This is an optimization exercise on Yosys and OpenROAD, whose aim is small area, a short achievable clock period and few clock cycles, not a production implementation. Only simulation tests tie the RTL to the original design; equivalence was not proved. No activity file was given, so power comes from the tool's default toggle rates.

willow:
## foreground_line_engine
module foreground_line_engine
#(
    parameter int NUM_OBJECTS  = 64,
    parameter int MAX_PER_LINE = 16,
    localparam int OW = $clog2(NUM_OBJECTS),
    localparam int HW = $clog2(MAX_PER_LINE + 1),
    localparam int N  = MAX_PER_LINE
) (
    input  logic          gpu_clk,
    input  logic          rst_n,
    input  logic          prefetch_start_i,
    input  logic [7:0]    prefetch_y_i,
    output logic          busy_o,
    output logic          done_o,
    output logic          miss_o,
    output logic          overflow_o,
    output logic [OW-1:0] obm_addr_o,
    input  mapache64::obm_object_t   obm_object_i,
    output logic [7:0]    pmf_addr_o,
    input  logic [15:0]   pmf_line_i,
    input  logic [7:0]    display_x_i,
    input  logic [7:0]    display_y_i,
    output mapache64::pixel_t        pixel_o,
    output logic          valid_o
);
For scale: about 2800 cells after synthesis, ~960 flip-flops.
clock: 10.0 ns
lec_check: 0
cap_margin: 20
core_margin: 2
core_utilization: 60
cts_cluster_diameter: 100
cts_cluster_size: 30
setup_slack_margin: 5
slew_margin: 20
run.sh (not shown) runs the stock make flow with config.mk's settings and CLKGATE_MAP_FILE= SYNTH_SCRIPT=/design/flow/synth_recipe.tcl, a recipe that flattens the netlist after the stock synthesis.
Testbench counts of willow, summed over its fixed seeds: cycles 12,278.
The following lists how zinc was set up differently from willow:
# willow
export LEC_CHECK = 0
export CAP_MARGIN = 20
export CORE_MARGIN = 2
export CORE_UTILIZATION = 60
export CTS_CLUSTER_DIAMETER = 100
export CTS_CLUSTER_SIZE = 30
export SETUP_SLACK_MARGIN = 5
export SLEW_MARGIN = 20
create_clock -name core_clock -period 10.0 [get_ports {gpu_clk}]
# zinc
export LEC_CHECK = 0
export ABC_AREA = 1
export CAP_MARGIN = 20
export CORE_MARGIN = 2
export CORE_UTILIZATION = 70
export CTS_CLUSTER_DIAMETER = 100
export CTS_CLUSTER_SIZE = 30
export SETUP_SLACK_MARGIN = 5
export SLEW_MARGIN = 20
create_clock -name core_clock -period 10.0 [get_ports {gpu_clk}]
--- outcome ---
- Comparing willow and zinc, the lower area added between synthesis and finish was measured on zinc.
- ~same hold slack in willow and zinc
- Compared to willow, zinc leaves less free space in the core.
- zinc completed; timing, DRC and antenna clean
- Worst slew slack as a fraction of its limit: lower on zinc
- Compared with willow, zinc shows overall die height that has gone down by a few percent.
- Looking at required time of the critical path across willow and zinc, the one that comes out lower is willow.
What ember does differently from zinc at the input level:
# zinc
export LEC_CHECK = 0
export ABC_AREA = 1
export CAP_MARGIN = 20
export CORE_MARGIN = 2
export CORE_UTILIZATION = 70
export CTS_CLUSTER_DIAMETER = 100
export CTS_CLUSTER_SIZE = 30
export SETUP_SLACK_MARGIN = 5
export SLEW_MARGIN = 20
create_clock -name core_clock -period 10.0 [get_ports {gpu_clk}]
# ember
export LEC_CHECK = 0
export CAP_MARGIN = 20
export CORE_MARGIN = 2
export CORE_UTILIZATION = 60
export CTS_CLUSTER_DIAMETER = 100
export CTS_CLUSTER_SIZE = 30
export PLACE_DENSITY = 0.85
export SETUP_SLACK_MARGIN = 5
export SLEW_MARGIN = 20
create_clock -name core_clock -period 10.0 [get_ports {gpu_clk}]
--- outcome ---
ember closes out successfully: all stages finished, all timing, DRC and antenna checks passed.
zinc → ember: power density over the cells went up by 0.56%, number of nets at the end of the flow saw a decrease.
Delta (ember minus zinc): area of the multi-input gates increased by about 2.4% relative to the old numbers; starting density of the core decreased by 9.8 points relative to the old numbers.
Finished layout cell area in ember is 0.84% lower than in zinc
Via count of ember falls short of that of zinc by more than 10%.
Final antenna diode count | ember below zinc
NOTE netlist area before placement zinc->ember decreased slightly
~same post-route total power in zinc and ember
Diff zinc..ember | longest individual stage delay on the worst path | negligible
Setup changes, ember to quartz
# ember
export LEC_CHECK = 0
export CAP_MARGIN = 20
export CORE_MARGIN = 2
export CORE_UTILIZATION = 60
export CTS_CLUSTER_DIAMETER = 100
export CTS_CLUSTER_SIZE = 30
export PLACE_DENSITY = 0.85
export SETUP_SLACK_MARGIN = 5
export SLEW_MARGIN = 20
create_clock -name core_clock -period 10.0 [get_ports {gpu_clk}]
# quartz
export LEC_CHECK = 0
export ABC_AREA = 1
export CAP_MARGIN = 20
export CORE_MARGIN = 2
export CORE_UTILIZATION = 60
export CTS_CLUSTER_DIAMETER = 100
export CTS_CLUSTER_SIZE = 25
export PLACE_DENSITY = 0.75
export SETUP_SLACK_MARGIN = 5
export SLEW_MARGIN = 20
create_clock -name core_clock -period 10.0 [get_ports {gpu_clk}]
Results
- Clock insertion delay at the later pin of the skew report in quartz is 20 ps above ember.
- quartz ends up with a DRC marker count from the first detailed-route iteration that is 363 lower than in ember.
- Relative to ember, the clock period minus final worst setup slack of quartz is lower by 220 ps.

Setup of main:
foreground_line_engine again, from the RTL that the note above started with.
make LEC_CHECK=0 ABC_AREA=1 CAP_MARGIN=20 CORE_MARGIN=2 CORE_UTILIZATION=60 CTS_CLUSTER_DIAMETER=100 CTS_CLUSTER_SIZE=30 PLACE_DENSITY=0.7 SETUP_SLACK_MARGIN=5 SLEW_MARGIN=20 finish   # period 10.0 ns
Testbench counts of main, summed over its fixed seeds: cycles 12,278.
Changes in the feature branch relative to main:
# main
export LEC_CHECK = 0
export ABC_AREA = 1
export CAP_MARGIN = 20
export CORE_MARGIN = 2
export CORE_UTILIZATION = 60
export CTS_CLUSTER_DIAMETER = 100
export CTS_CLUSTER_SIZE = 30
export PLACE_DENSITY = 0.7
export SETUP_SLACK_MARGIN = 5
export SLEW_MARGIN = 20
create_clock -name core_clock -period 10.0 [get_ports {gpu_clk}]
# the feature branch
export LEC_CHECK = 0
export ABC_AREA = 1
export CAP_MARGIN = 20
export CORE_MARGIN = 2
export CORE_UTILIZATION = 60
export CTS_CLUSTER_DIAMETER = 100
export CTS_CLUSTER_SIZE = 30
export SETUP_SLACK_MARGIN = 5
export SLEW_MARGIN = 20
create_clock -name core_clock -period 10.0 [get_ports {gpu_clk}]
Results
Number of antenna cells inserted delta for the feature branch relative to main: 1 lower
Number of routed nets with antenna violations: main vs the feature branch identical
The feature branch -> main: fraction of standard cell area that is sequential flat
On share of the core filled with cells, main and the feature branch are basically level.
The higher initial antenna violation count of main and the feature branch is in the feature branch.
The feature branch against main: filler cell count barely changed; wire length increased by 3.8% relative to the old numbers; minimum clock period after layout now sits lower; final worst setup slack increased 0.11 ns; post-route cell area neither gained nor lost much.
Fraction of layout cells with a size suffix above 1 of the feature branch is on par with main.

[static timing again, ports no longer ideal]
No port has a modelled driver above. Below, the same layouts with a new extraction and two added sets of constraints.
Step 1 sets driving cells, clkbuf_16 on the clock port and buf_2 on the other inputs (assumed; they add their load-dependent delay and slew).
Step 2, shift: input delay + t, output delay - t, t = (earliest + latest rising clock arrival at the registers) / 2. This alone moves slack from input paths to output paths.
Three values: no drivers, after step 1, after step 2; two values: the first two.
run	t, ns	setup WS [ns]	hold slack, ns	cell pins on the clock port's net
willow	0.678	5.058 / 5.092 / 4.414	0.337 / 0.337 / 0.337	1
zinc	0.672	5.105 / 5.128 / 4.456	0.338 / 0.338 / 0.338	1
ember	0.676	5.033 / 5.058 / 4.382	0.342 / 0.342 / 0.342	1
quartz	0.698	5.249 / 5.277 / 4.580	0.333 / 0.333 / 0.333	1
main	0.686	5.193 / 5.231 / 4.545	0.324 / 0.324 / 0.324	1
the feature branch	0.680	5.303 / 5.332 / 4.652	0.343 / 0.343 / 0.343	1
After both steps setup and hold are still met in every run listed. The setup slack of quartz, which loses most, moves by +0.028 ns with the drivers and by -0.669 ns with both steps.
